Context: an optimization exercise on an open-source flow, tuned for small area and a short achievable clock period. The choices shown serve that exercise and are no tape-out recipe.
At most, simulation tests tie the RTL to the original design; equivalence was not proved.
Only the layout flow was run in runs 2 to 5; the RTL was not checked for function there.
Power figures rest on the tool's default switching activity, not on a simulated workload.

<file path="flow/design.v">
`default_nettype none
package or_tree_pkg;
    typedef logic [6-1:0] tree_idx_t;
    typedef logic [6+2:0] page_idx_t;
    typedef logic [2:0]                 page_ofs_t;
    typedef logic [4-1:0]   req_id_t;
    typedef logic [15-1:0]   node_vec_t;
    typedef logic [3-1:0] grid_idx_t;
    typedef logic [3:0]                 level_bits_t;
    typedef enum logic [1:0] {
        size_4k,
        size_2k,
        size_1k,
        size_512
    } req_size_e;
    typedef enum logic [1:0] {
        reason_none,
        reason_no_space,
        reason_not_allocated
    } fail_reason_e;
    typedef struct packed {
        req_id_t   id;
        tree_idx_t block;
        req_size_e size;
    } alloc_req_t;
    typedef struct packed {
        req_id_t   id;
        page_idx_t page;
        req_size_e size;
    } free_req_t;
    typedef struct packed {
        req_id_t      id;
        page_idx_t    page;
        logic         fail;
        fail_reason_e reason;
    } alloc_rsp_t;
    typedef struct packed {
        req_id_t      id;
        logic         fail;
        fail_reason_e reason;
    } free_rsp_t;
    typedef struct packed {
        grid_idx_t   row;
        grid_idx_t   col;
        level_bits_t levels;
    } at_update_t;
    function automatic logic [7:0] leaf_mask(req_size_e size, page_ofs_t offset);
        logic [7:0] ones;
        case (size)
            2'd0:    ones = 8'hff;
            2'd1:    ones = 8'h0f;
            2'd2:    ones = 8'h03;
            default: ones = 8'h01;
        endcase
        leaf_mask = ones << offset;
    endfunction
    function automatic logic is_aligned(req_size_e size, page_ofs_t offset);
        logic [2:0] low;
        low = 3'((4'd8 >> size) - 4'd1);
        is_aligned = (offset & low) == 3'd0;
    endfunction
endpackage
`default_nettype wire
`timescale 1ns/1ns
`default_nettype none
module tree_ram (
    input  logic                   clk,
    input  logic                   clr,
    input  logic [7:0]             rd_hi,
    input  logic [7:0]             rd_lo,
    output logic [7:0]             rd_data,
    input  logic                   wr_en,
    input  or_tree_pkg::tree_idx_t wr_block,
    input  logic [7:0]             wr_data
);
    localparam int depth = 1 << 6;
    logic [7:0] mem [depth];
    logic [7:0] hi_sel;
    logic [7:0] lo_sel;
    logic [7:0] wd;
    logic [7:0] grp [8];
    always_comb begin
        for (int i = 0; i < 8; i++) begin
            hi_sel[i] = clr || (wr_en && wr_block[5:3] == 3'(i));
            lo_sel[i] = clr || wr_block[2:0] == 3'(i);
        end
        wd = wr_data;    
    end
    always_ff @(posedge clk) begin
        for (int b = 0; b < depth; b++) begin
            if (hi_sel[b / 8] && lo_sel[b % 8]) begin
                mem[b] <= wd;
            end
        end
    end
    always_comb begin
        for (int i = 0; i < 8; i++) begin
            grp[i] = '0;
            for (int j = 0; j < 8; j++) begin
                grp[i] = grp[i] | (mem[8*i+j] & {8{rd_lo[j]}});
            end
        end
        rd_data = '0;
        for (int i = 0; i < 8; i++) begin
            rd_data = rd_data | (grp[i] & {8{rd_hi[i]}});
        end
    end
endmodule
`default_nettype wire
`timescale 1ns/1ns
`default_nettype none
module alloc_pick (
    input  logic [3:0]             size_oh,    
    input  logic [7:0]             leaves,
    output or_tree_pkg::page_ofs_t offset,
    output logic                   fail,
    output logic [7:0]             take
);
    logic [3:0] used2;    
    logic [1:0] used4;    
    logic [7:0] first1;   
    logic [3:0] first2;   
    logic [1:0] first4;   
    logic       first8;   
    logic [8:0] below1;   
    logic [4:0] below2;   
    always_comb begin
        for (int j = 0; j < 4; j++) used2[j] = |leaves[2*j +: 2];
        for (int k = 0; k < 2; k++) used4[k] = |leaves[4*k +: 4];
        below1[0] = 1'b1;
        for (int i = 0; i < 8; i++) below1[i+1] = below1[i] && leaves[i];
        below2[0] = 1'b1;
        for (int j = 0; j < 4; j++) below2[j+1] = below2[j] && used2[j];
        for (int i = 0; i < 8; i++) first1[i] = !leaves[i] && below1[i];
        for (int j = 0; j < 4; j++) first2[j] = !used2[j] && below2[j];
        first4[0] = !used4[0];
        first4[1] = !used4[1] && used4[0];
        first8    = !used4[0] && !used4[1];
    end
    always_comb begin
        for (int i = 0; i < 8; i++) begin
            take[i] = (size_oh[3] && first1[i]) ||
                      (size_oh[2] && first2[i/2]) ||
                      (size_oh[1] && first4[i/4]) ||
                      (size_oh[0] && first8);
        end
        fail = !((size_oh[3] && !(&leaves)) ||
                 (size_oh[2] && !(&used2)) ||
                 (size_oh[1] && !(&used4)) ||
                 (size_oh[0] && first8));
        offset[2] = (size_oh[3] && (|first1[7:4])) ||
                    (size_oh[2] && (|first2[3:2])) ||
                    (size_oh[1] && first4[1]);
        offset[1] = (size_oh[3] && (first1[2] || first1[3] || first1[6] || first1[7])) ||
                    (size_oh[2] && (first2[1] || first2[3]));
        offset[0] = size_oh[3] && (first1[1] || first1[3] || first1[5] || first1[7]);
    end
endmodule
`default_nettype wire
`timescale 1ns/1ns
`default_nettype none
module free_check (
    input  or_tree_pkg::req_size_e size,
    input  or_tree_pkg::page_ofs_t offset,
    input  logic [7:0]             leaves,
    output logic                   fail,
    output logic [7:0]             kept    
);
    logic [7:0] mask;
    assign mask = or_tree_pkg::leaf_mask(size, offset);
    assign fail = !or_tree_pkg::is_aligned(size, offset) || (leaves & mask) != mask;
    assign kept = leaves & ~mask;
endmodule
`default_nettype wire
`timescale 1ns/1ns
`default_nettype none
module or_tree (
    input  logic                    clk,
    input  logic                    rst_n,
    input  logic                    alloc_valid,
    input  or_tree_pkg::alloc_req_t alloc_req,
    input  logic                    free_valid,
    input  or_tree_pkg::free_req_t  free_req,
    output logic                    alloc_rsp_valid,
    output or_tree_pkg::alloc_rsp_t alloc_rsp,
    output logic                    free_rsp_valid,
    output or_tree_pkg::free_rsp_t  free_rsp,
    output logic                    at_update_valid,
    output or_tree_pkg::at_update_t at_update
);
    function automatic or_tree_pkg::level_bits_t level_full(logic [7:0] l);
        level_full = {|l,
                      (|l[3:0]) & (|l[7:4]),
                      (|l[1:0]) & (|l[3:2]) & (|l[5:4]) & (|l[7:6]),
                      &l};
    endfunction
    logic                    s1_alloc_valid;
    logic                    s1_free_valid;
    or_tree_pkg::req_id_t    s1_id;
    logic [7:0]              s1_hi;
    logic [7:0]              s1_lo;
    or_tree_pkg::req_size_e  s1_size;
    or_tree_pkg::page_ofs_t  s1_ofs;
    logic                    s2_alloc_valid;
    logic                    s2_free_valid;
    or_tree_pkg::req_id_t    s2_id;
    or_tree_pkg::tree_idx_t  s2_block;
    or_tree_pkg::req_size_e  s2_size;
    or_tree_pkg::page_ofs_t  s2_ofs;
    logic [7:0]              s2_leaves;
    logic [7:0]              rd_data;
    or_tree_pkg::page_ofs_t  pick_ofs;
    logic                    pick_fail;
    logic [7:0]              pick_take;
    logic [3:0]              s2_size_oh;
    or_tree_pkg::level_bits_t alloc_levels;
    or_tree_pkg::level_bits_t free_levels;
    logic                    chk_fail;
    logic [7:0]              chk_kept;
    logic [7:0]              new_leaves;
    or_tree_pkg::tree_idx_t  in_block;
    or_tree_pkg::tree_idx_t  s1_block;
    logic                    clr;
    logic                    wr_en;
    or_tree_pkg::tree_idx_t  wr_block;
    logic [7:0]              wr_data;
    always_ff @(posedge clk) begin
        s1_alloc_valid <= rst_n && alloc_valid;
        s1_free_valid  <= rst_n && free_valid;
        s2_alloc_valid <= rst_n && s1_alloc_valid;
        s2_free_valid  <= rst_n && s1_free_valid;
        clr            <= !rst_n;
    end
    assign in_block = free_valid ? free_req.page[6+2:3] : alloc_req.block;
    always_comb begin
        s1_block = '0;
        for (int i = 0; i < 8; i++) begin
            if (s1_hi[i]) s1_block[5:3] = s1_block[5:3] | 3'(i);
            if (s1_lo[i]) s1_block[2:0] = s1_block[2:0] | 3'(i);
        end
    end
    always_ff @(posedge clk) begin
        if (free_valid) begin
            s1_id    <= free_req.id;
            s1_size  <= free_req.size;
        end else begin
            s1_id    <= alloc_req.id;
            s1_size  <= alloc_req.size;
        end
        for (int i = 0; i < 8; i++) begin
            s1_hi[i] <= in_block[5:3] == 3'(i);
            s1_lo[i] <= in_block[2:0] == 3'(i);
        end
        s1_ofs    <= free_req.page[2:0];
        s2_id     <= s1_id;
        s2_block  <= s1_block;
        s2_size   <= s1_size;
        s2_ofs    <= s1_ofs;
        s2_leaves <= rd_data;
    end
    tree_ram u_ram (
        .clk      (clk),
        .clr      (clr),
        .rd_hi    (s1_hi),
        .rd_lo    (s1_lo),
        .rd_data  (rd_data),
        .wr_en    (wr_en),
        .wr_block (wr_block),
        .wr_data  (wr_data)
    );
    always_comb begin
        for (int k = 0; k < 4; k++) s2_size_oh[k] = s2_size == 2'(k);
    end
    alloc_pick u_pick (
        .size_oh    (s2_size_oh),
        .leaves     (s2_leaves),
        .offset     (pick_ofs),
        .fail       (pick_fail),
        .take       (pick_take)
    );
    free_check u_check (
        .size       (s2_size),
        .offset     (s2_ofs),
        .leaves     (s2_leaves),
        .fail       (chk_fail),
        .kept       (chk_kept)
    );
    assign new_leaves = s2_free_valid ? chk_kept : s2_leaves | pick_take;
    always_comb begin
        alloc_levels    = level_full(s2_leaves | pick_take);
        alloc_levels[3] = 1'b1;
        free_levels     = level_full(chk_kept);
        free_levels[0]  = 1'b0;
    end
    always_ff @(posedge clk) begin
        alloc_rsp_valid <= rst_n && s2_alloc_valid;
        free_rsp_valid  <= rst_n && s2_free_valid;
        at_update_valid <= rst_n && (s2_alloc_valid || (s2_free_valid && !chk_fail));
        wr_en           <= rst_n && (s2_alloc_valid || (s2_free_valid && !chk_fail));
    end
    always_ff @(posedge clk) begin
        alloc_rsp.id     <= s2_id;
        alloc_rsp.page   <= pick_fail ? '0 : {s2_block, pick_ofs};
        alloc_rsp.fail   <= pick_fail;
        alloc_rsp.reason <= pick_fail ? or_tree_pkg::reason_no_space : or_tree_pkg::reason_none;
        free_rsp.id      <= s2_id;
        free_rsp.fail    <= chk_fail;
        free_rsp.reason  <= chk_fail ? or_tree_pkg::reason_not_allocated : or_tree_pkg::reason_none;
        at_update.row    <= s2_block[6-1 -: 3];
        at_update.col    <= s2_block[3-1:0];
        at_update.levels <= s2_free_valid ? free_levels : alloc_levels;
        wr_block         <= s2_block;
        wr_data          <= rst_n ? new_leaves : 8'h00;
    end
endmodule
`default_nettype wire
</file>
<file path="flow/run.sh">
#!/bin/bash
# synth_recipe.tcl (not shown) runs the flow's synth.tcl, then flattens the netlist and writes it again
# the make line also repeats each setting of config.mk as NAME=value (left out here)
make -C /OpenROAD-flow-scripts/flow DESIGN_CONFIG=/design/flow/config.mk WORK_HOME=/design/flow/orfs CLKGATE_MAP_FILE= SYNTH_SCRIPT=/design/flow/synth_recipe.tcl finish
</file>
<file path="flow/config.mk">
export PLATFORM = sky130hd
export DESIGN_NAME = or_tree
export DESIGN_NICKNAME = or_tree
export VERILOG_FILES = /design/flow/design.v
export SDC_FILE = /design/flow/constraint.sdc
export NUM_CORES = 4
export LEC_CHECK = 0
export CAP_MARGIN = 20
export CORE_MARGIN = 2
export CORE_UTILIZATION = 60
export SETUP_SLACK_MARGIN = 3
export SLEW_MARGIN = 20
</file>
<file path="flow/constraint.sdc">
create_clock -name core_clock -period 5.0 [get_ports {clk}]
set_input_delay 1.0000 -clock core_clock [delete_from_list [all_inputs] [get_ports {clk}]]
set_output_delay 1.0000 -clock core_clock [all_outputs]
set_load 0.01 [all_outputs]
</file>
==> reports/metrics.csv, run 1 <==
stage;metric;value;unit
clocking;h-tree-depth;2;
timing;setup_violations;0;
power;p_total;11.9;mW
yosys;synth_top_area_share;70.0;%
yosys;synth_top_family_by_area;compound AO/OA/AOI/OAI gates;
cells_and_area;most-common-layout-cells;edfxtp_1, a22oi_1, nand4_1, clkbuf_16, dfxtp_1;
yosys;synthesis.instances;1369;
route;drc;0;
yosys;ys_ff_latch;601;
clocking;holdBufCountCts;0;
yosys;synthAdderAreaFrac;0.0456;%
power;p_per_area;467;nW/um^2
timing;max_slew_margin;31.8;%
worst_setup_path;reg2reg_depth;4;
timing;fin_tns_setup;0;ps
yosys;synthDistinctLibCells;61;
worst_setup_path;cp.required;5290;ps
worst_setup_path;rr_startpoint;at_update_valid$_DFF_P_;
die;die_h;195;um
worst_setup_path;crit_arrival;2440;ps
clocking;clk_latency;620;ps
worst_setup_path;cp-end-kind;flip-flop;
outcome;status;timing/DRC/antenna clean;
timing;tightest_slew;1020;ps
placement;port_buffers;64;
yosys;netlist_area;22000;um^2
die;io_pins;67;
global_routing;grt-ovfl-total;0;
global_routing;grt_util_all_layers;29.4;%
die;rows;70;
worst_setup_path;crit_type;reg -> reg;
timing;fin_crit;2160;ps
yosys;syn_area_per_cell;16.0;um^2
clocking;clock-sinks;601;
yosys;synth_edf_count;512;
yosys;synth_compound_area_share;12.9;%
die;dieWidth;195;um
yosys;synth-xor-area-share;0.120;%
timing;drv_slew;0;
clocking;cts_tree;yes;
yosys;synth_mux_area_share;0.547;%
global_routing;grt_pass1_wl;82.3;mm
route;post_drt_wl_per_cell;28.6;um
timing;fmax;0.463;GHz
worst_setup_path;critPathMaxFanout;8;
worst_setup_path;crit_start;at_update_valid$_DFF_P_;
placement;gp_congestion;0.896;
cells_and_area;layout.cells.most_common;edfxtp_1;
global_routing;grt_pass1_vias;12700;
yosys;yosys_warnings;6;
route;firstDrtPassIters;6;
yosys;ys_seq_area_share;78.1;%
global_routing;antenna_found_initial;1;
cells_and_area;drive_above_1_share;21.2;%
timing;rsz0062_at_grt;yes;
job;cap_violations;0;
clocking;cts_made_buffers;57;
yosys;synth-simple-area-share;6.08;%
die;dieArea;38100;um^2
timing;clock_skew;17.8;ps
yosys;ys_async_sr_fraction;0;%
timing;finalCritPeriodShare;43.2;%
worst_setup_path;r2r_slack;2840;ps
yosys;synth_area_leaders;edfxtp_1, a22oi_1, dfxtp_1, nand4_1, nor2_1;
route;via_count;13200;
die;start_util;60.4;%
worst_setup_path;worstSetupEndpoint;u_ram.mem[5][2]$_DFFE_PP_;
placement;dp_hpwl;32.2;mm
worst_setup_path;reg2reg_to;u_ram.mem[5][2]$_DFFE_PP_;
cells_and_area;nNetsFinal;1478;
global_routing;grt_max_degree;68;
cells_and_area;syn2layout_area_growth;16.3;%
worst_setup_path;start_kind;flip-flop;
route;ant_nets;0;
power;irDropWorstVdd;347;uV
power;power.leakage;8.48;nW
route;avgViaCountPerCell;6.72;
yosys;yosys.area.top_type;edfxtp_1;
clocking;cts_root_buffer;clkbuf_16;
clocking;clkTransAtPathRegs;60;ps
die;core_area;36300;um^2
timing;hold_viol;0;
route;drtIter0Drc;1453;
min_path;min_path_cells;0;
clocking;clock_path_buffers;3;
route;routed_wl;56.1;mm
min_path;hp-class;reg -> reg;
yosys;synthFlopType;edfxtp_1;
critical path, stage by stage, from the launching register on:
cell and delay [ps]:
dfxtp_4 340, buf_4 160, nor2b_1 200, a21oi_2 820
nor2_2 300
metrics by stage:
stage | setup slack, ps | cells | utilization (%) | hold WS [ps] | cell area (um^2)
final | 2840 | 1961 | 70.3 | 327 | 25500
after floorplan | 3130 | 1370 | - | 310 | 22000
after global placement | 2150 | 1837 | 63.4 | 312 | 23000
after CTS | 2800 | 1951 | 68.8 | 328 | 25000
after detailed placement | 2100 | 1837 | 63.4 | 315 | 23000
after global routing | 2750 | 1960 | 70.2 | 333 | 25500
power by group:
| part | total, mW | switching [mW] | internal (mW) | leakage [nW] |
|---|---|---|---|---|
| sequential | 6.61 | 0.319 | 6.29 | 5.73 |
| combinational | 1.35 | 0.931 | 0.424 | 1.93 |
| clock | 3.97 | 1.79 | 2.18 | 0.833 |
synth_stat cells (3+ instances only):
library cell / number
nand2b_1: 3
or3_1: 3
nor2b_1: 14
nor2_1: 103
xnor2_1: 3
buf_1: 22
or4_1: 6
buf_2: 8
nand4_1: 74
a22oi_1: 290
and4_1: 3
nand2_1: 21
buf_4: 9
edfxtp_1: 512
mux2_2: 8
a31oi_1: 17
or2_2: 3
a21oi_1: 17
inv_1: 18
o31ai_1: 5
a32oi_1: 4
o2111ai_1: 4
o211ai_1: 3
a21boi_0: 3
and2_1: 6
dfxtp_1: 89
mux2i_1: 3
o21ai_0: 13
a221oi_1: 3
clkbuf_1: 56
nor3_1: 4
layout make-up:
cell class,instances,area (um^2)
clock buffer,73,1510
inverter,18,71.3
timing repair buffer,113,1080
antenna,1,2.50
fill,2358,10800
tap,468,586
multi-input combinational,656,4840
sequential,601,17300
clock inverter,31,196
cells by family after synthesis:
logic type / after synthesis
flops: 601
compound gates: 385
simple gates: 254
buf+inv: 113
mux: 11
xor+xnor: 3
fa+ha+maj: 1
other cells: 1
sequential cells by signal, indices dropped and copies added (netlist names), 2 cells and up:
name	flops
at_update	5
s1_ofs	3
s2_size	2
wr_block	5
u_ram.mem	512
s1_hi	8
s1_lo	8
s2_ofs	3
free_rsp	2
alloc_rsp	13
s2_block	6
s1_size	2
s2_id	4
wr_data	8
s2_leaves	8
s1_id	4
timing repair:
item | 4_1_cts | 5_1_grt
pin swaps | 3 | 8
hold endpoints to repair | 0 | 0
gates resized for setup | 241 | 107
setup buffers | 10 | 9
endpoints found under the setup margin | 583 | 566
worst min-delay path by stage:
| stage | from | endpoint | slack [ps] |
|---|---|---|---|
| detailed placement | s2_id[1]$_DFF_P_ | alloc_rsp[13]$_DFF_P_ | 310 |
| global route | s2_id[3]$_DFF_P_ | free_rsp[6]$_DFF_P_ | 330 |
| global placement | s2_id[0]$_DFF_P_ | alloc_rsp[12]$_DFF_P_ | 310 |
| CTS | s2_id[1]$_DFF_P_ | alloc_rsp[13]$_DFF_P_ | 330 |
| finish | s2_id[1]$_DFF_P_ | alloc_rsp[13]$_DFF_P_ | 330 |
| floorplan | s2_id[0]$_DFF_P_ | alloc_rsp[12]$_DFF_P_ | 310 |
layer usage:
layer  part of all wire [%]  GRT usage [%]  up-vias
met5                      0              0        -
met4                    2.7           8.57        0
met3                    9.6           6.03      111
met2                     46           45.3      735
met1                     41           43.3     6619
li1                       -              -     5712
==> run 2: changes to the inputs <==
--- a/flow/design.v
+++ b/flow/design.v
@@ -84,7 +84,7 @@
             hi_sel[i] = clr || (wr_en && wr_block[5:3] == 3'(i));
             lo_sel[i] = clr || wr_block[2:0] == 3'(i);
         end
-        wd = wr_data;    
+        wd = clr ? 8'h00 : wr_data;
     end
     always_ff @(posedge clk) begin
         for (int b = 0; b < depth; b++) begin
@@ -220,16 +220,21 @@
     logic [7:0]              new_leaves;
     or_tree_pkg::tree_idx_t  in_block;
     or_tree_pkg::tree_idx_t  s1_block;
-    logic                    clr;
     logic                    wr_en;
     or_tree_pkg::tree_idx_t  wr_block;
     logic [7:0]              wr_data;
-    always_ff @(posedge clk) begin
-        s1_alloc_valid <= rst_n && alloc_valid;
-        s1_free_valid  <= rst_n && free_valid;
-        s2_alloc_valid <= rst_n && s1_alloc_valid;
-        s2_free_valid  <= rst_n && s1_free_valid;
-        clr            <= !rst_n;
+    always_ff @(posedge clk or negedge rst_n) begin
+        if (!rst_n) begin
+            s1_alloc_valid <= 1'b0;
+            s1_free_valid  <= 1'b0;
+            s2_alloc_valid <= 1'b0;
+            s2_free_valid  <= 1'b0;
+        end else begin
+            s1_alloc_valid <= alloc_valid;
+            s1_free_valid  <= free_valid;
+            s2_alloc_valid <= s1_alloc_valid;
+            s2_free_valid  <= s1_free_valid;
+        end
     end
     assign in_block = free_valid ? free_req.page[6+2:3] : alloc_req.block;
     always_comb begin
@@ -260,7 +265,7 @@
     end
     tree_ram u_ram (
         .clk      (clk),
-        .clr      (clr),
+        .clr      (!rst_n),
         .rd_hi    (s1_hi),
         .rd_lo    (s1_lo),
         .rd_data  (rd_data),
@@ -292,11 +297,18 @@
         free_levels     = level_full(chk_kept);
         free_levels[0]  = 1'b0;
     end
-    always_ff @(posedge clk) begin
-        alloc_rsp_valid <= rst_n && s2_alloc_valid;
-        free_rsp_valid  <= rst_n && s2_free_valid;
-        at_update_valid <= rst_n && (s2_alloc_valid || (s2_free_valid && !chk_fail));
-        wr_en           <= rst_n && (s2_alloc_valid || (s2_free_valid && !chk_fail));
+    always_ff @(posedge clk or negedge rst_n) begin
+        if (!rst_n) begin
+            alloc_rsp_valid <= 1'b0;
+            free_rsp_valid  <= 1'b0;
+            at_update_valid <= 1'b0;
+            wr_en           <= 1'b0;
+        end else begin
+            alloc_rsp_valid <= s2_alloc_valid;
+            free_rsp_valid  <= s2_free_valid;
+            at_update_valid <= s2_alloc_valid || (s2_free_valid && !chk_fail);
+            wr_en           <= s2_alloc_valid || (s2_free_valid && !chk_fail);
+        end
     end
     always_ff @(posedge clk) begin
         alloc_rsp.id     <= s2_id;
@@ -310,7 +322,7 @@
         at_update.col    <= s2_block[3-1:0];
         at_update.levels <= s2_free_valid ? free_levels : alloc_levels;
         wr_block         <= s2_block;
-        wr_data          <= rst_n ? new_leaves : 8'h00;
+        wr_data          <= new_leaves;
     end
 endmodule
 `default_nettype wire
--- a/flow/config.mk
+++ b/flow/config.mk
@@ -7,6 +7,6 @@
 export LEC_CHECK = 0
 export CAP_MARGIN = 20
 export CORE_MARGIN = 2
-export CORE_UTILIZATION = 60
+export CORE_UTILIZATION = 70
 export SETUP_SLACK_MARGIN = 3
 export SLEW_MARGIN = 20
==> run 2 against run 1 <==
- synthesized cell count grew 1.5%
- maximum frequency grew 3.7%
- non-clock buffer count is the same
- global-route usage grew 9.0 points
- via count grew 9.8%
- critical path type is now reg -> out
- final area grew 1.5%
- wire length grew 13%
- synthesized area grew 0.40%
- critical endpoint is now at_update_valid
==> reports/metrics.csv, run 2 <==
stage;metric;value;unit;change
outcome;status;timing/DRC/antenna clean;;unchanged
cells_and_area;top_regs;u_ram.mem (512), alloc_rsp (13);;unchanged
worst_setup_path;worst_path_max_delay_cell;dfrtp_1;;was a21oi_2
yosys;ys_ff_latch;600;;was 601
timing;setup_slack;2920;ps;was 2840 ps
die;start_util;71.5;%;was 60.4%
min_path;holdCritStartpoint;s2_id[0]$_DFF_P_;;was s2_id[1]$_DFF_P_
yosys;yosys-top-cells-count;edfxtp_1, a22oi_1, nor2_1;;unchanged
yosys;yosys.area.top_type;edfxtp_1;;unchanged
route;avgViaCountPerCell;7.57;;was 6.72
clocking;clk_latency;590;ps;was 620 ps
power;power.internal;9.17;mW;was 8.89 mW
worst_setup_path;start_kind;flip-flop;;unchanged
placement;port_buffers;64;;unchanged
clocking;cts_root_buffer;clkbuf_16;;unchanged
placement;dp_hpwl;33.5;mm;was 32.2 mm
global_routing;grt_util_all_layers;38.4;%;was 29.4%
yosys;synthDistinctLibCells;61;;unchanged
global_routing;grt_pass1_wl;90.9;mm;was 82.3 mm
worst_setup_path;critPathMaxFanout;2;;was 8
worst_setup_path;rr_startpoint;s1_lo[1]$_DFF_P_;;was at_update_valid$_DFF_P_
power;switching_share;26.0;%;was 25.5%
die;core_area;30800;um^2;was 36300 um^2
power;netSwitchingPower;3.23;mW;was 3.04 mW
yosys;synthesis.instances;1389;;was 1369
die;dieArea;32900;um^2;was 38100 um^2
global_routing;grt_max_degree;66;;was 68
route;routed_wl;63.3;mm;was 56.1 mm
worst_setup_path;cp-end-kind;output pin;;was flip-flop
yosys;synth_edf_count;512;;unchanged
power;p_total;12.4;mW;was 11.9 mW
route;ant_nets;0;;unchanged
clocking;clkTransAtPathRegs;60;ps;about the same
clocking;holdBufCountCts;0;;unchanged
route;drc;0;;unchanged
die;die_h;181;um;was 195 um
worst_setup_path;crit_type;reg -> out;;was reg -> reg
timing;fin_hold_ws;325;ps;was 327 ps
cells_and_area;largest_reg_flops;512;;unchanged
global_routing;antenna_found_initial;2;;was 1
clocking;h-tree-depth;2;;unchanged
timing;clock_skew;14.7;ps;was 17.8 ps
timing;tightest_slew;866;ps;was 1020 ps
placement;gp_congestion;0.934;;was 0.896
worst_setup_path;crit_start;at_update_valid$_DFF_PN0_;;was at_update_valid$_DFF_P_
route;drtIter0Drc;2613;;was 1453
route;via_count;14500;;was 13200
yosys;ys_async_sr_fraction;1.17;%;was 0%
clocking;cts_made_buffers;54;;was 57
timing;rsz0062_at_grt;yes;;unchanged
power;power.leakage;8.73;nW;was 8.48 nW
worst_setup_path;cp.required;4000;ps;was 5290 ps
timing;fin_crit;2080;ps;was 2160 ps
worst_setup_path;cp_num_buf_inv;1;;unchanged
yosys;synth_most_common_cell;edfxtp_1;;unchanged
route;firstDrtPassIters;8;;was 6
timing;hold_viol;0;;unchanged
global_routing;grt_pass1_vias;13700;;was 12700
placement;pre_cts_slack;1450;ps;was 2100 ps
route;post_drt_wl_per_cell;33.1;um;was 28.6 um
die;rows;64;;was 70
worst_setup_path;worst_path_largest_cell_delay;370;ps;was 820 ps
power;irDropWorstVdd;417;uV;was 347 uV
power;p_per_area;478;nW/um^2;was 467 nW/um^2
yosys;synthFlopType;edfxtp_1;;unchanged
timing;max_slew_margin;42.3;%;was 31.8%
cells_and_area;most-common-layout-cells;edfxtp_1, a22oi_1, nand4_1, clkbuf_16, dfxtp_1;;unchanged
power;clkPwrFrac;34.5;%;was 33.3%
clocking;clock-sinks;600;;was 601
clocking;clock_path_buffers;3;;unchanged
die;io_pins;67;;unchanged
cells_and_area;nNetsFinal;1499;;was 1478
yosys;synth_area_leaders;edfxtp_1, a22oi_1, dfxtp_1, nand4_1, nor2_1;;unchanged
cells_and_area;layout.cells.most_common;edfxtp_1;;unchanged
timing;drv_slew;0;;unchanged
die;dieWidth;181;um;was 195 um
timing;fin_tns_setup;0;ps;unchanged
timing;setup_violations;0;;unchanged
timing;fmax;0.481;GHz;was 0.463 GHz
yosys;yosys_warnings;6;;unchanged
clocking;cts_tree;yes;;unchanged
worst_setup_path;worst_path_dominant_cell_family;flip-flops;;was compound AO/OA/AOI/OAI gates
global_routing;grt-ovfl-total;0;;unchanged
cells_and_area;top_register;u_ram.mem;;unchanged
worst_setup_path;crit_arrival;1080;ps;was 2440 ps
worst_setup_path;critical_path.cell_chain;buf_2;;was buf_4, nor2b_1, a21oi_2, nor2_2
timing;finalCritPeriodShare;41.6;%;was 43.2%
yosys;syn_area_per_cell;15.9;um^2;was 16.0 um^2
yosys;netlist_area;22000;um^2;about the same
cells_and_area;final_util;84.1;%;was 70.3%
min_path;hp-class;reg -> reg;;unchanged
power;seqPwrFrac;53.3;%;was 55.4%
yosys;ys_seq_area_share;77.9;%;was 78.1%
cells_and_area;syn2layout_area_growth;17.6;%;was 16.3%
power;p_comb_share;12.2;%;was 11.3%
job;cap_violations;0;;unchanged
yosys;synth_top_area_share;69.7;%;was 70.0%
cells_and_area;drive_above_1_share;22.3;%;was 21.2%
==> run 2: cell count changes in the layout (fill, tap and decap cells not counted), moves of 6 or more <==
cell,previous run,this run
bufinv_16,1,8
a21oi_1,14,24
and2_4,0,15
clkbuf_1,14,4
nor3_1,3,13
dfxtp_4,19,13
dfrtp_1,0,7
a31oi_1,12,3
buf_6,31,24
o31a_4,0,7
a22oi_1,279,272
==> run 2: cell type report <==
type                    instances  area, um^2
diodes                          1        2.50
clock buffers                  61        1430
clock inverters                40         405
fillers                      1506        4900
inverters                      15        61.3
multi-input cells             684        5100
flip-flops and latches        600       17200
well taps                     396         495
repair buffers                113        1190
==> run 2: path summary, 6_finish.rpt <==
check / endpoint / slack (ps) / cells past startpoint
worst max-delay path: at_update_valid / 2920 / 1
worst min-delay path: alloc_rsp[12]$_DFF_P_ / 330 / 0
worst max register to register: s2_leaves[4]$_DFF_P_ / 2950 / 5
worst min register to register: alloc_rsp[12]$_DFF_P_ / 330 / 0
max in group asynchronous: alloc_rsp_valid$_DFF_PN0_ / 4190 / 2
min in group asynchronous: s1_alloc_valid$_DFF_PN0_ / 640 / 2
==> run 2: cells by family (layout without fill, tap and decap cells) <==
kind of cell | Yosys count | in the layout | synth area share, %
xor gates and xnor gates | 2 | 2 | 0.0795
DFF | 600 | 600 | 77.9
adders and majority gates | 2 | 2 | 0.0908
and+or+nand+nor | 273 | 281 | 6.40
muxes | 11 | 11 | 0.545
buffers and inverters | 114 | 229 | 2.18
AOI/OAI and AO/OA | 386 | 386 | 12.8
other | 1 | 3 | 0.0170
==> run 2: routing by layer <==
| metal | routed length (um) | global-route usage [%] | vias up |
|---|---|---|---|
| met4 | 3910 | 19.4 | 2 |
| met2 | 28300 | 57.1 | 1425 |
| li1 | - | - | 5785 |
| met1 | 21600 | 53.7 | 6959 |
| met5 | 11 | 0 | - |
| met3 | 9460 | 10.1 | 296 |
==> run 2: metrics by stage <==
step	std cells	area [um^2]
final	1910	25900
after CTS	1906	25700
after global routing	1909	25900
after detailed placement	1763	22900
after global placement	1763	22900
after floorplan	1390	22100
==> run 2: timing repair <==
| item | CTS | global route |
|---|---|---|
| gates cloned | 8 | 0 |
| resized for setup | 337 | 44 |
| setup endpoints to repair | 1107 | 153 |
| buffers inserted | 34 | 3 |
| pin swaps | 15 | 5 |
==> run 2: power groups by stage <==
stage | Combinational, mW | Sequential, mW | Clock, mW
5_1_grt | 1.58 | 6.64 | 4.45
3_5_place_dp | 1.21 | 6.65 | 0
6_report | 1.52 | 6.61 | 4.27
2_1_floorplan | 0.776 | 6.45 | 0
3_3_place_gp | 1.19 | 6.65 | 0
4_1_cts | 1.41 | 6.57 | 4.25
==> run 3: changes to the inputs <==
--- a/flow/config.mk
+++ b/flow/config.mk
@@ -7,6 +7,8 @@
 export LEC_CHECK = 0
 export CAP_MARGIN = 20
 export CORE_MARGIN = 2
-export CORE_UTILIZATION = 70
+export CORE_UTILIZATION = 60
+export CTS_BUF_LIST = sky130_fd_sc_hd__clkbuf_8
+export CTS_CLUSTER_SIZE = 30
 export SETUP_SLACK_MARGIN = 3
 export SLEW_MARGIN = 20
==> run 3 against run 2 <==
- maximum frequency shrank 3.5%
- die area grew 16%
- core utilization shrank 13 points
- register-to-register slack lost 20 ps
- combinational power is essentially flat
- setup slack lost 76 ps
- clock-buffer cell count grew 33
- flip-flop and latch count is the same
- synthesized cell count is the same
- critical endpoint unchanged
- largest cell class unchanged
- largest power group unchanged
==> reports/metrics.csv, run 3 <==
stage;metric;value;unit;change
worst_setup_path;critical_path.cell_chain;buf_6;;was buf_2
min_path;holdCritStartpoint;s1_id[0]$_DFF_P_;;was s2_id[0]$_DFF_P_
timing;hold_viol;0;;unchanged
cells_and_area;drive_above_1_share;23.4;%;was 22.3%
min_path;min_path_cells;0;;unchanged
cells_and_area;largest_reg_flops;512;;unchanged
power;power.leakage;8.78;nW;was 8.73 nW
worst_setup_path;worst_path_largest_cell_delay;390;ps;was 370 ps
die;rows;70;;was 64
timing;drv_slew;0;;unchanged
min_path;hp-class;reg -> reg;;unchanged
yosys;ys_async_sr_fraction;1.17;%;unchanged
yosys;ys_seq_area_share;77.9;%;unchanged
yosys;yosys-top-cells-count;edfxtp_1, a22oi_1, nor2_1;;unchanged
yosys;yosys.area.top_type;edfxtp_1;;unchanged
clocking;clkTransAtPathRegs;60;ps;about the same
placement;gp_congestion;0.938;;was 0.934
worst_setup_path;critPathMaxFanout;2;;unchanged
die;core_area;36400;um^2;was 30800 um^2
timing;finalCritPeriodShare;43.1;%;was 41.6%
worst_setup_path;worstSetupEndpoint;at_update_valid;;unchanged
route;post_drt_wl_per_cell;31.1;um;was 33.1 um
power;p_per_area;457;nW/um^2;was 478 nW/um^2
cells_and_area;top_register;u_ram.mem;;unchanged
route;firstDrtPassIters;6;;was 8
yosys;synth_area_leaders;edfxtp_1, a22oi_1, dfxtp_1, nand4_1, nor2_1;;unchanged
outcome;status;timing/DRC/antenna clean;;unchanged
die;die_h;196;um;was 181 um
yosys;synthesis.instances;1389;;unchanged
worst_setup_path;cp.required;4000;ps;about the same
global_routing;grt_pass1_vias;13400;;was 13700
timing;rsz0062_at_grt;yes;;unchanged
cells_and_area;fillers;2372;;was 1506
placement;place_area;23000;um^2;was 22900 um^2
cells_and_area;layout.cells.most_common;edfxtp_1;;unchanged
yosys;synth_top_area_share;69.7;%;unchanged
worst_setup_path;cp_num_buf_inv;1;;unchanged
worst_setup_path;crit_type;reg -> out;;unchanged
worst_setup_path;rr_startpoint;s1_lo[3]$_DFF_P_;;was s1_lo[1]$_DFF_P_
yosys;synth_edf_count;512;;unchanged
route;ant_nets;0;;unchanged
global_routing;grt_max_degree;68;;was 66
global_routing;grt_util_all_layers;32.8;%;was 38.4%
placement;port_buffers;64;;unchanged
yosys;synth_most_common_cell;edfxtp_1;;unchanged
clocking;clock-sinks;600;;unchanged
yosys;netlist_area;22000;um^2;unchanged
placement;dp_hpwl;34.2;mm;was 33.5 mm
route;avgViaCountPerCell;6.86;;was 7.57
route;via_count;14000;;was 14500
yosys;ys_ff_latch;600;;unchanged
cells_and_area;fin_area;25900;um^2;about the same
cells_and_area;antenna_cells;0;;was 1
cells_and_area;top_regs;u_ram.mem (512), alloc_rsp (13);;unchanged
worst_setup_path;crit_arrival;1160;ps;was 1080 ps
yosys;syn_area_per_cell;15.9;um^2;unchanged
global_routing;grt_pass1_wl;89.5;mm;was 90.9 mm
timing;fin_crit;2160;ps;was 2080 ps
cells_and_area;most-common-layout-cells;edfxtp_1, a22oi_1, clkbuf_8, nand4_1, dfxtp_1;;was edfxtp_1, a22oi_1, nand4_1, clkbuf_16, dfxtp_1
worst_setup_path;path_depth;1;;unchanged
die;io_pins;67;;unchanged
worst_setup_path;r2r_slack;2930;ps;was 2950 ps
timing;clock_skew;21.7;ps;was 14.7 ps
clocking;cts_root_buffer;clkbuf_8;;was clkbuf_16
timing;max_slew_margin;53.8;%;was 42.3%
worst_setup_path;crit_start;at_update_valid$_DFF_PN0_;;unchanged
worst_setup_path;reg2reg_to;s2_leaves[2]$_DFF_P_;;was s2_leaves[4]$_DFF_P_
clocking;cts_made_buffers;91;;was 54
timing;fin_tns_setup;0;ps;unchanged
clocking;cts_tree;yes;;unchanged
timing;tightest_slew;693;ps;was 866 ps
cells_and_area;syn2layout_area_growth;17.3;%;was 17.6%
timing;setup_violations;0;;unchanged
yosys;synthFlopType;edfxtp_1;;unchanged
worst_setup_path;start_kind;flip-flop;;unchanged
clocking;clock_path_buffers;3;;unchanged
yosys;yosys_warnings;6;;unchanged
worst_setup_path;worst_path_dominant_cell_family;flip-flops;;unchanged
route;drtIter0Drc;2043;;was 2613
global_routing;antenna_found_initial;3;;was 2
yosys;synthDistinctLibCells;61;;unchanged
route;drc;0;;unchanged
worst_setup_path;worst_path_max_delay_cell;dfrtp_1;;unchanged
cells_and_area;nNetsFinal;1532;;was 1499
clocking;holdBufCountCts;0;;unchanged
job;cap_violations;0;;unchanged
timing;fmax;0.464;GHz;was 0.481 GHz
worst_setup_path;reg2reg_depth;5;;unchanged
power;irDropWorstVdd;286;uV;was 417 uV
worst_setup_path;cp-end-kind;output pin;;unchanged
die;dieWidth;196;um;was 181 um
route;routed_wl;63.5;mm;was 63.3 mm
clocking;h-tree-depth;3;;was 2
global_routing;grt-ovfl-total;0;;unchanged
die;dieArea;38300;um^2;was 32900 um^2
clocking;clk_latency;660;ps;was 590 ps
die;start_util;60.5;%;was 71.5%
==> run 3: final cells by class <==
class | instances | area (um^2) | share of cell area (%)
multi-input combinational | 684 | 5120 | 19.8
timing repair buffer | 109 | 1170 | 4.51
clock buffer | 94 | 1290 | 5.00
inverter | 15 | 61.3 | 0.237
sequential | 600 | 17300 | 66.7
clock inverter | 71 | 383 | 1.48
tap | 468 | 586 | 2.26
==> run 3: worst min path at each step <==
stage / end / slack [ps]
final: s2_id[0]$_DFF_P_ / 320
after global routing: alloc_rsp[14]$_DFF_P_ / 330
after CTS: s2_id[0]$_DFF_P_ / 330
after detailed placement: s2_id[2]$_DFF_P_ / 310
after global placement: s2_size[1]$_DFF_P_ / 310
after floorplan: alloc_rsp[12]$_DFF_P_ / 310
==> run 3: stage by stage <==
step | total power, mW | hold slack (ps) | worst slack, ps | instances | util (%)
CTS | 11.8 | 325 | 2800 | 2029 | 69.8
finish | 11.8 | 325 | 2840 | 2041 | 71.0
global route | 12.2 | 331 | 2810 | 2041 | 71.0
global placement | 7.87 | 311 | 1410 | 1835 | 63.1
floorplan | 7.23 | 310 | 2910 | 1390 | -
detailed placement | 7.88 | 313 | 1380 | 1835 | 63.1
==> run 3: power by group <==
group / internal [mW] / leakage [nW] / switching (mW)
clock: 1.91 / 0.977 / 1.84
sequential: 6.23 / 5.78 / 0.352
combinational: 0.458 / 2.03 / 1.03
total: 8.60 / 8.78 / 3.23
==> run 3: kinds of logic after synthesis <==
family	after synthesis	synth area share, %
adders and majority gates	2	0.0908
AOI/OAI and AO/OA	386	12.8
muxes	11	0.545
DFF	600	77.9
xor gates and xnor gates	2	0.0795
and+or+nand+nor	273	6.40
other	1	0.0170
buffers and inverters	114	2.18
==> run 3: repair_timing <==
item                                    in CTS  in global routing
cloned                                       8                  0
pin swaps                                   17                  9
setup buffers                               21                 11
gates resized for setup                    323                 60
endpoints found under the setup margin    1105                218
==> run 3: per-layer routing <==
metal | up-vias | routed length (um) | track usage, %
met3 | 159 | 6910 | 6.69
met2 | 1025 | 29300 | 50.1
met4 | 4 | 2450 | 13.7
met5 | - | 33 | 0
li1 | 5879 | - | -
met1 | 6942 | 24800 | 46.9
==> run 4: changes to the inputs <==
--- a/flow/design.v
+++ b/flow/design.v
@@ -45,14 +45,9 @@
         level_bits_t levels;
     } at_update_t;
     function automatic logic [7:0] leaf_mask(req_size_e size, page_ofs_t offset);
-        logic [7:0] ones;
-        case (size)
-            2'd0:    ones = 8'hff;
-            2'd1:    ones = 8'h0f;
-            2'd2:    ones = 8'h03;
-            default: ones = 8'h01;
-        endcase
-        leaf_mask = ones << offset;
+        logic [8:0] ones;
+        ones = (9'd1 << (4'd8 >> size)) - 9'd1;
+        leaf_mask = ones[7:0] << offset;
     endfunction
     function automatic logic is_aligned(req_size_e size, page_ofs_t offset);
         logic [2:0] low;
@@ -122,17 +117,11 @@
     logic [3:0] first2;   
     logic [1:0] first4;   
     logic       first8;   
-    logic [8:0] below1;   
-    logic [4:0] below2;   
     always_comb begin
         for (int j = 0; j < 4; j++) used2[j] = |leaves[2*j +: 2];
         for (int k = 0; k < 2; k++) used4[k] = |leaves[4*k +: 4];
-        below1[0] = 1'b1;
-        for (int i = 0; i < 8; i++) below1[i+1] = below1[i] && leaves[i];
-        below2[0] = 1'b1;
-        for (int j = 0; j < 4; j++) below2[j+1] = below2[j] && used2[j];
-        for (int i = 0; i < 8; i++) first1[i] = !leaves[i] && below1[i];
-        for (int j = 0; j < 4; j++) first2[j] = !used2[j] && below2[j];
+        for (int i = 0; i < 8; i++) first1[i] = !leaves[i] && &(leaves | ~8'((1 << i) - 1));
+        for (int j = 0; j < 4; j++) first2[j] = !used2[j] && &(used2 | ~4'((1 << j) - 1));
         first4[0] = !used4[0];
         first4[1] = !used4[1] && used4[0];
         first8    = !used4[0] && !used4[1];
--- a/flow/config.mk
+++ b/flow/config.mk
@@ -7,8 +7,6 @@
 export LEC_CHECK = 0
 export CAP_MARGIN = 20
 export CORE_MARGIN = 2
-export CORE_UTILIZATION = 60
-export CTS_BUF_LIST = sky130_fd_sc_hd__clkbuf_8
-export CTS_CLUSTER_SIZE = 30
+export CORE_UTILIZATION = 40
 export SETUP_SLACK_MARGIN = 3
 export SLEW_MARGIN = 20
==> run 4 against run 3 <==
- register-to-register slack about the same
- critical path type unchanged
- core utilization down 23 points
- die area up 46%
- still clean
- total power up 1.4%
- clock-buffer cell count down 25
- setup slack worse by 24 ps
- maximum frequency down 1.1%
- final area down 0.61%
==> reports/metrics.csv, run 4 <==
stage;metric;value;unit;change
route;via_count;13200;;was 14000
die;dieArea;55900;um^2;was 38300 um^2
yosys;synthAdderAreaFrac;0.0463;%;was 0.0908%
cells_and_area;largest_reg_flops;512;;unchanged
job;cap_violations;0;;unchanged
worst_setup_path;cp.required;4000;ps;about the same
cells_and_area;fillers;4490;;was 2372
yosys;yosys.area.top_type;edfxtp_1;;unchanged
placement;port_buffers;62;;was 64
die;core_area;53600;um^2;was 36400 um^2
route;wl_met2;28.6;mm;was 29.3 mm
clocking;cts_root_buffer;clkbuf_16;;was clkbuf_8
die;dieWidth;236;um;was 196 um
cells_and_area;register_area;17200;um^2;was 17300 um^2
timing;fmax;0.459;GHz;was 0.464 GHz
placement;dp_cells;2001;;was 1835
yosys;synth_mux_area_share;0.509;%;was 0.545%
route;drtIter0Drc;1769;;was 2043
clocking;clock_path_buffers;3;;unchanged
clocking;h-tree-depth;2;;was 3
global_routing;antenna_found_initial;2;;was 3
die;start_util;40.3;%;was 60.5%
timing;fin_hold_ws;326;ps;was 325 ps
yosys;synth_edf_count;512;;unchanged
die;io_pins;67;;unchanged
timing;hold_viol;0;;unchanged
power;p_total;12.0;mW;was 11.8 mW
route;routed_wl;62.1;mm;was 63.5 mm
route;routed.top_layer;met4;;was met5
timing;setup_violations;0;;unchanged
route;ant_nets;0;;unchanged
outcome;status;timing/DRC/antenna clean;;unchanged
worst_setup_path;worst_path_max_delay_cell;dfrtp_1;;unchanged
yosys;yosys-top-cells-count;edfxtp_1, a22oi_1, nor2_1;;unchanged
die;die_h;236;um;was 196 um
timing;rsz0062_at_grt;yes;;unchanged
yosys;yosys_warnings;6;;unchanged
yosys;ys_async_sr_fraction;1.17;%;about the same
clocking;cts_tree;yes;;unchanged
worst_setup_path;r2r_slack;2940;ps;was 2930 ps
timing;setup_slack;2820;ps;was 2840 ps
cells_and_area;syn2layout_area_growth;18.9;%;was 17.3%
power;power.leakage;8.47;nW;was 8.78 nW
timing;clock_skew;23.1;ps;was 21.7 ps
clocking;clkTransAtPathRegs;60;ps;about the same
timing;fin_tns_setup;0;ps;unchanged
timing;tightest_slew;834;ps;was 693 ps
yosys;synth_top_area_share;71.1;%;was 69.7%
worst_setup_path;cp_num_buf_inv;1;;unchanged
clocking;holdBufCountCts;0;;unchanged
placement;place_area;22900;um^2;was 23000 um^2
worst_setup_path;cp-end-kind;output pin;;unchanged
power;irDropWorstVdd;261;uV;was 286 uV
route;firstDrtPassIters;6;;unchanged
timing;max_slew_margin;44.4;%;was 53.8%
route;drc;0;;unchanged
global_routing;grt_pass1_vias;12600;;was 13400
cells_and_area;nNetsFinal;1425;;was 1532
yosys;synthFlopType;edfxtp_1;;unchanged
placement;pre_cts_slack;1130;ps;was 1380 ps
global_routing;grt_max_degree;65;;was 68
worst_setup_path;worst_path_largest_cell_delay;410;ps;was 390 ps
power;p_per_area;467;nW/um^2;was 457 nW/um^2
yosys;synthDistinctLibCells;59;;was 61
global_routing;grt-ovfl-total;0;;unchanged
timing;finalCritPeriodShare;43.6;%;was 43.1%
min_path;hp-class;reg -> reg;;unchanged
yosys;ys_seq_area_share;79.2;%;was 77.9%
route;drt-met1-wl;24.4;mm;was 24.8 mm
worst_setup_path;start_kind;flip-flop;;unchanged
yosys;synth_compound_area_share;12.3;%;was 12.8%
cells_and_area;multiInputGateArea;4740;um^2;was 5120 um^2
worst_setup_path;crit_type;reg -> out;;unchanged
yosys;netlist_area;21600;um^2;was 22000 um^2
cells_and_area;fin_area;25700;um^2;was 25900 um^2
yosys;syn_area_per_cell;16.5;um^2;was 15.9 um^2
placement;dp_hpwl;34.7;mm;was 34.2 mm
cells_and_area;top_register;u_ram.mem;;unchanged
route;wl_met3;6.93;mm;was 6.91 mm
timing;fin_crit;2180;ps;was 2160 ps
clocking;clock-sinks;598;;was 600
route;post_drt_wl_per_cell;29.0;um;was 31.1 um
worst_setup_path;crit_arrival;1180;ps;was 1160 ps
yosys;synthesis.instances;1314;;was 1389
worst_setup_path;worst_path_dominant_cell_family;flip-flops;;unchanged
global_routing;grt_util_all_layers;20.9;%;was 32.8%
yosys;synth_top_family_by_area;compound AO/OA/AOI/OAI gates;;unchanged
clocking;clk_latency;630;ps;was 660 ps
global_routing;grt_pass1_wl;85.9;mm;was 89.5 mm
cells_and_area;final_util;48.0;%;was 71.0%
timing;drv_slew;0;;unchanged
yosys;synth_most_common_cell;edfxtp_1;;unchanged
cells_and_area;instances_no_fill;2139;;was 2041
clocking;cts_made_buffers;58;;was 91
worst_setup_path;critical_path.cell_chain;buf_2;;was buf_6
yosys;ys_ff_latch;598;;was 600
route;avgViaCountPerCell;6.16;;was 6.86
cells_and_area;most-common-layout-cells;edfxtp_1, a22oi_1, nand4_1, clkbuf_16, nor2_4;;was edfxtp_1, a22oi_1, clkbuf_8, nand4_1, dfxtp_1
cells_and_area;antenna_cells;0;;unchanged
yosys;synth_area_leaders;edfxtp_1, a22oi_1, dfxtp_1, nand4_1, nor2_1;;unchanged
cells_and_area;layout.cells.most_common;edfxtp_1;;unchanged
worst_setup_path;critPathMaxFanout;2;;unchanged
yosys;synth-simple-area-share;5.79;%;was 6.40%
yosys;synth-xor-area-share;0.0810;%;was 0.0795%
cells_and_area;top_regs;u_ram.mem (512), alloc_rsp (11);;was u_ram.mem (512), alloc_rsp (13)
cells_and_area;drive_above_1_share;21.2;%;was 23.4%
die;rows;85;;was 70
placement;gp_congestion;0.888;;was 0.938
run 4: cell types whose count changed after synthesis, moves of 4 or more:
cell / delta
clkbuf_1: -8
o22ai_1: +4
nand2_1: -6
nor3_1: -10
o21ai_0: -11
buf_4: +4
a31oi_1: +5
a21oi_1: -17
nor4_1: -5
run 4: power by group:
part / switching (mW) / internal (mW)
Combinational: 0.941 / 0.391
Clock: 1.85 / 2.33
Sequential: 0.315 / 6.17
run 4: worst register-to-register path: cells and delay by family (launching register included):
| kind | cells | cell delay (ps) |
|---|---|---|
| buf+inv | 2 | 330 |
| compound gates | 1 | 610 |
| simple gates | 1 | 440 |
| flops | 1 | 350 |
run 4: layout make-up:
cell class	count	area share [%]
sequential	598	66.9
inverter	15	0.268
multi-input combinational	624	18.4
timing repair buffer	97	4.01
clock inverter	40	1.18
clock buffer	69	5.81
tap	696	3.39
run 4: final timing paths:
check	from	endpoint	cells after the start
worst max-delay path	at_update_valid$_DFF_PN0_	at_update_valid	1
worst min-delay path	s2_id[2]$_DFF_P_	alloc_rsp[14]$_DFF_P_	0
worst max register to register	wr_block[1]$_DFF_P_	u_ram.mem[54][7]$_DFFE_PP_	4
worst min register to register	s2_id[2]$_DFF_P_	alloc_rsp[14]$_DFF_P_	0
max in group asynchronous	rst_n	alloc_rsp_valid$_DFF_PN0_	2
min in group asynchronous	rst_n	s1_free_valid$_DFF_PN0_	2
run 4: repair_timing:
action,CTS,global route
gates resized for setup,276,90
pin swaps,5,10
cloned,0,9
endpoints found under the setup margin,1092,1084
buffers inserted,19,1
run 4: per-layer routing:
| metal | GRT usage (%) | vias up |
|---|---|---|
| met2 | 33.2 | 918 |
| met3 | 3.79 | 157 |
| met5 | 0 | - |
| li1 | - | 5513 |
| met4 | 7.75 | 0 |
| met1 | 28.9 | 6578 |
run 4: logic make-up after synthesis:
kind of cell | Yosys count
adder cells (fa/ha/maj) | 1
AO/OA/AOI/OAI | 356
XOR/XNOR | 2
flip-flops | 598
buffers and inverters | 103
AND/OR/NAND/NOR | 243
other | 1
multiplexers | 10
==> run 5: changes to the inputs <==
--- a/flow/config.mk
+++ b/flow/config.mk
@@ -7,6 +7,6 @@
 export LEC_CHECK = 0
 export CAP_MARGIN = 20
 export CORE_MARGIN = 2
-export CORE_UTILIZATION = 40
+export CORE_UTILIZATION = 60
 export SETUP_SLACK_MARGIN = 3
 export SLEW_MARGIN = 20
==> run 5 against run 4 <==
- die area decreased by 33%
- combinational power about the same
- wire length decreased by 1.2%
- largest cell class unchanged
- global-route usage increased by 12 points
==> reports/metrics.csv, run 5 <==
stage;metric;value;unit;change
outcome;status;timing/DRC/antenna clean;;unchanged
yosys;syn_area_per_cell;16.5;um^2;unchanged
placement;pre_cts_slack;1410;ps;was 1130 ps
yosys;ys_async_sr_fraction;1.17;%;unchanged
yosys;ys_seq_area_share;79.2;%;unchanged
yosys;yosys_warnings;6;;unchanged
route;via_count;13300;;was 13200
timing;fmax;0.470;GHz;was 0.459 GHz
yosys;yosys.area.top_type;edfxtp_1;;unchanged
clocking;clkTransAtPathRegs;60;ps;about the same
route;drtIter0Drc;1676;;was 1769
worst_setup_path;start_kind;flip-flop;;unchanged
timing;clock_skew;23.4;ps;was 23.1 ps
timing;max_slew_margin;51.0;%;was 44.4%
route;routed_wl;61.4;mm;was 62.1 mm
placement;port_buffers;62;;unchanged
clocking;cts_tree;yes;;unchanged
global_routing;antenna_found_initial;2;;unchanged
worst_setup_path;path_depth;1;;unchanged
yosys;yosys-top-cells-count;edfxtp_1, a22oi_1, nor2_1;;unchanged
power;irDropWorstVdd;374;uV;was 261 uV
yosys;synthFlopType;edfxtp_1;;unchanged
cells_and_area;fin_area;25500;um^2;was 25700 um^2
cells_and_area;layout.cells.most_common;edfxtp_1;;unchanged
power;p_per_area;471;nW/um^2;was 467 nW/um^2
cells_and_area;top_regs;u_ram.mem (512), alloc_rsp (11);;unchanged
timing;drv_slew;0;;unchanged
yosys;synth_most_common_cell;edfxtp_1;;unchanged
yosys;synth_edf_count;512;;unchanged
route;ant_nets;0;;unchanged
cells_and_area;largest_reg_flops;512;;unchanged
route;post_drt_wl_per_cell;32.2;um;was 29.0 um
placement;dp_cells;1762;;was 2001
die;io_pins;67;;unchanged
die;rows;69;;was 85
cells_and_area;antenna_cells;0;;unchanged
timing;rsz0062_at_grt;yes;;unchanged
worst_setup_path;worstSetupEndpoint;alloc_rsp_valid;;was at_update_valid
yosys;synthDistinctLibCells;59;;unchanged
clocking;clk_latency;640;ps;was 630 ps
timing;fin_crit;2130;ps;was 2180 ps
placement;gp_congestion;0.932;;was 0.888
timing;tightest_slew;730;ps;was 834 ps
clocking;clock-sinks;598;;unchanged
timing;fin_tns_setup;0;ps;unchanged
route;avgViaCountPerCell;6.99;;was 6.16
placement;dp_hpwl;32.9;mm;was 34.7 mm
cells_and_area;nNetsFinal;1429;;was 1425
route;firstDrtPassIters;6;;unchanged
worst_setup_path;reg2reg_to;s2_leaves[4]$_DFF_P_;;was u_ram.mem[54][7]$_DFFE_PP_
clocking;h-tree-depth;2;;unchanged
worst_setup_path;rr_startpoint;s1_lo[7]$_DFF_P_;;was wr_block[1]$_DFF_P_
worst_setup_path;crit_type;reg -> out;;unchanged
cells_and_area;drive_above_1_share;22.0;%;was 21.2%
worst_setup_path;cp_num_buf_inv;1;;unchanged
clocking;clock_path_buffers;3;;unchanged
worst_setup_path;critPathMaxFanout;1;;was 2
timing;setup_violations;0;;unchanged
clocking;holdBufCountCts;0;;unchanged
global_routing;grt_pass1_wl;87.4;mm;was 85.9 mm
clocking;cts_root_buffer;clkbuf_16;;unchanged
die;start_util;60.8;%;was 40.3%
die;dieArea;37600;um^2;was 55900 um^2
worst_setup_path;r2r_slack;2990;ps;was 2940 ps
worst_setup_path;reg2reg_depth;5;;was 4
yosys;synth_area_leaders;edfxtp_1, a22oi_1, dfxtp_1, nand4_1, nor2_1;;unchanged
yosys;netlist_area;21600;um^2;unchanged
worst_setup_path;worst_path_dominant_cell_family;flip-flops;;unchanged
die;core_area;35600;um^2;was 53600 um^2
worst_setup_path;worst_path_max_delay_cell;dfrtp_1;;unchanged
global_routing;grt-ovfl-total;0;;unchanged
cells_and_area;final_util;71.7;%;was 48.0%
worst_setup_path;crit_start;alloc_rsp_valid$_DFF_PN0_;;was at_update_valid$_DFF_PN0_
cells_and_area;top_register;u_ram.mem;;unchanged
global_routing;grt_pass1_vias;12700;;was 12600
cells_and_area;syn2layout_area_growth;18.0;%;was 18.9%
job;cap_violations;0;;unchanged
cells_and_area;most-common-layout-cells;edfxtp_1, a22oi_1, nand4_1, clkbuf_16, dfxtp_1;;was edfxtp_1, a22oi_1, nand4_1, clkbuf_16, nor2_4
worst_setup_path;cp.required;4000;ps;about the same
placement;place_area;22600;um^2;was 22900 um^2
global_routing;grt_max_degree;68;;was 65
timing;fin_hold_ws;324;ps;was 326 ps
power;p_total;12.0;mW;about the same
worst_setup_path;worst_path_largest_cell_delay;370;ps;was 410 ps
die;die_h;194;um;was 236 um
worst_setup_path;critical_path.cell_chain;buf_2;;unchanged
timing;finalCritPeriodShare;42.6;%;was 43.6%
cells_and_area;instances_no_fill;1903;;was 2139
timing;hold_viol;0;;unchanged
worst_setup_path;cp-end-kind;output pin;;unchanged
yosys;synthesis.instances;1314;;unchanged
worst_setup_path;crit_arrival;1130;ps;was 1180 ps
route;drc;0;;unchanged
power;power.leakage;8.54;nW;was 8.47 nW
yosys;ys_ff_latch;598;;unchanged
clocking;cts_made_buffers;58;;unchanged
min_path;hp-class;reg -> reg;;unchanged
yosys;synth_top_area_share;71.1;%;unchanged
global_routing;grt_util_all_layers;32.5;%;was 20.9%
die;dieWidth;194;um;was 236 um
timing;setup_slack;2870;ps;was 2820 ps
[run 5: cell types whose count changed in the layout (fill, tap and decap cells not counted), moves of 5 or more]
cell      change
clkinv_1     -12
o31a_2        -6
nor2_4       -21
o31a_4        +6
a22oi_2      +12
a22oi_1      -12
clkbuf_1      +5
nor2_2       +19
[run 5: cell families (layout without fill, tap and decap cells)]
| logic type | count (synthesis) | in the layout | share of synthesized area, % |
|---|---|---|---|
| AO/OA/AOI/OAI | 356 | 356 | 12.3 |
| XOR/XNOR | 2 | 2 | 0.0810 |
| adder cells (fa/ha/maj) | 1 | 1 | 0.0463 |
| buffers and inverters | 103 | 220 | 2.03 |
| flip-flops | 598 | 598 | 79.2 |
| multiplexers | 10 | 10 | 0.509 |
| other | 1 | 4 | 0.0173 |
| AND/OR/NAND/NOR | 243 | 251 | 5.79 |
[run 5: cell type report]
class,count,area [um^2]
flip-flops and latches,598,17200
fillers,2290,10100
multi-input cells,624,4750
clock buffers,77,1580
repair buffers,101,1120
well taps,461,577
clock inverters,27,230
inverters,15,61.3
[run 5: repair_timing]
item	4_1_cts	5_1_grt
gates cloned	8	0
gates resized for setup	294	61
pin swaps	18	13
endpoints found under the setup margin	1090	286
buffers inserted	23	6
[run 5: report_power, final]
group	switching (mW)	internal, mW	leakage [nW]
clock	1.82	2.37	0.889
combinational	0.953	0.397	1.90
sequential	0.302	6.17	5.76
total	3.07	8.93	8.54
[run 5: worst min path at each step]
stage / startpoint / endpoint / depth (start not counted)
6_report: s2_id[3]$_DFF_P_ / free_rsp[6]$_DFF_P_ / 0
5_1_grt: s2_id[2]$_DFF_P_ / alloc_rsp[14]$_DFF_P_ / 0
4_1_cts: s2_id[3]$_DFF_P_ / free_rsp[6]$_DFF_P_ / 0
3_5_place_dp: s2_id[3]$_DFF_P_ / free_rsp[6]$_DFF_P_ / 0
3_3_place_gp: s1_ofs[0]$_DFF_P_ / s2_ofs[0]$_DFF_P_ / 0
2_1_floorplan: s2_id[0]$_DFF_P_ / alloc_rsp[12]$_DFF_P_ / 0
[run 5: metal layers]
layer | global-route usage (%) | vias up | wire, um | share of wire (%)
met4 | 13.4 | 4 | 2610 | 4.2
met1 | 45.9 | 6614 | 23200 | 38
li1 | - | 5518 | - | -
met3 | 7.11 | 179 | 7300 | 12
met5 | 0 | - | 23 | 0.037
met2 | 49.7 | 988 | 28200 | 46

-- re-timing with driven ports --
How much do the figures lean on ideal ports? The routed layouts below were timed once more, with nothing changed but the port constraints. Step 1: set_driving_cell puts a clkbuf_16 on clk and a buf_2 on each other input, an assumption about the parent block. Step 2, shift: input delay + t, output delay - t, t = (earliest + latest rising clock arrival at the registers) / 2. This alone moves slack from input paths to output paths. a / b / c = no drivers / after step 1 / after step 2; a / b = the first two.
run | shift t [ns] | setup WS [ns] | hold slack, ns | latest minus earliest clock arrival (ns)
run 1 | 0.659 | 2.841 / 2.831 / 2.674 | 0.327 / 0.327 / 0.327 | 0.020 / 0.019
run 2 | 0.632 | 2.919 / 2.862 / 2.428 | 0.325 / 0.325 / 0.325 | 0.019 / 0.020
run 3 | 0.694 | 2.843 / 2.793 / 2.380 | 0.325 / 0.325 / 0.325 | 0.026 / 0.027
run 4 | 0.682 | 2.819 / 2.756 / 2.303 | 0.326 / 0.326 / 0.326 | 0.024 / 0.023
run 5 | 0.674 | 2.870 / 2.816 / 2.359 | 0.324 / 0.324 / 0.324 | 0.034 / 0.033
After both steps setup and hold are still met in every run listed. The setup slack of run 4, which loses most, moves by -0.063 ns with the drivers and by -0.516 ns with both steps.
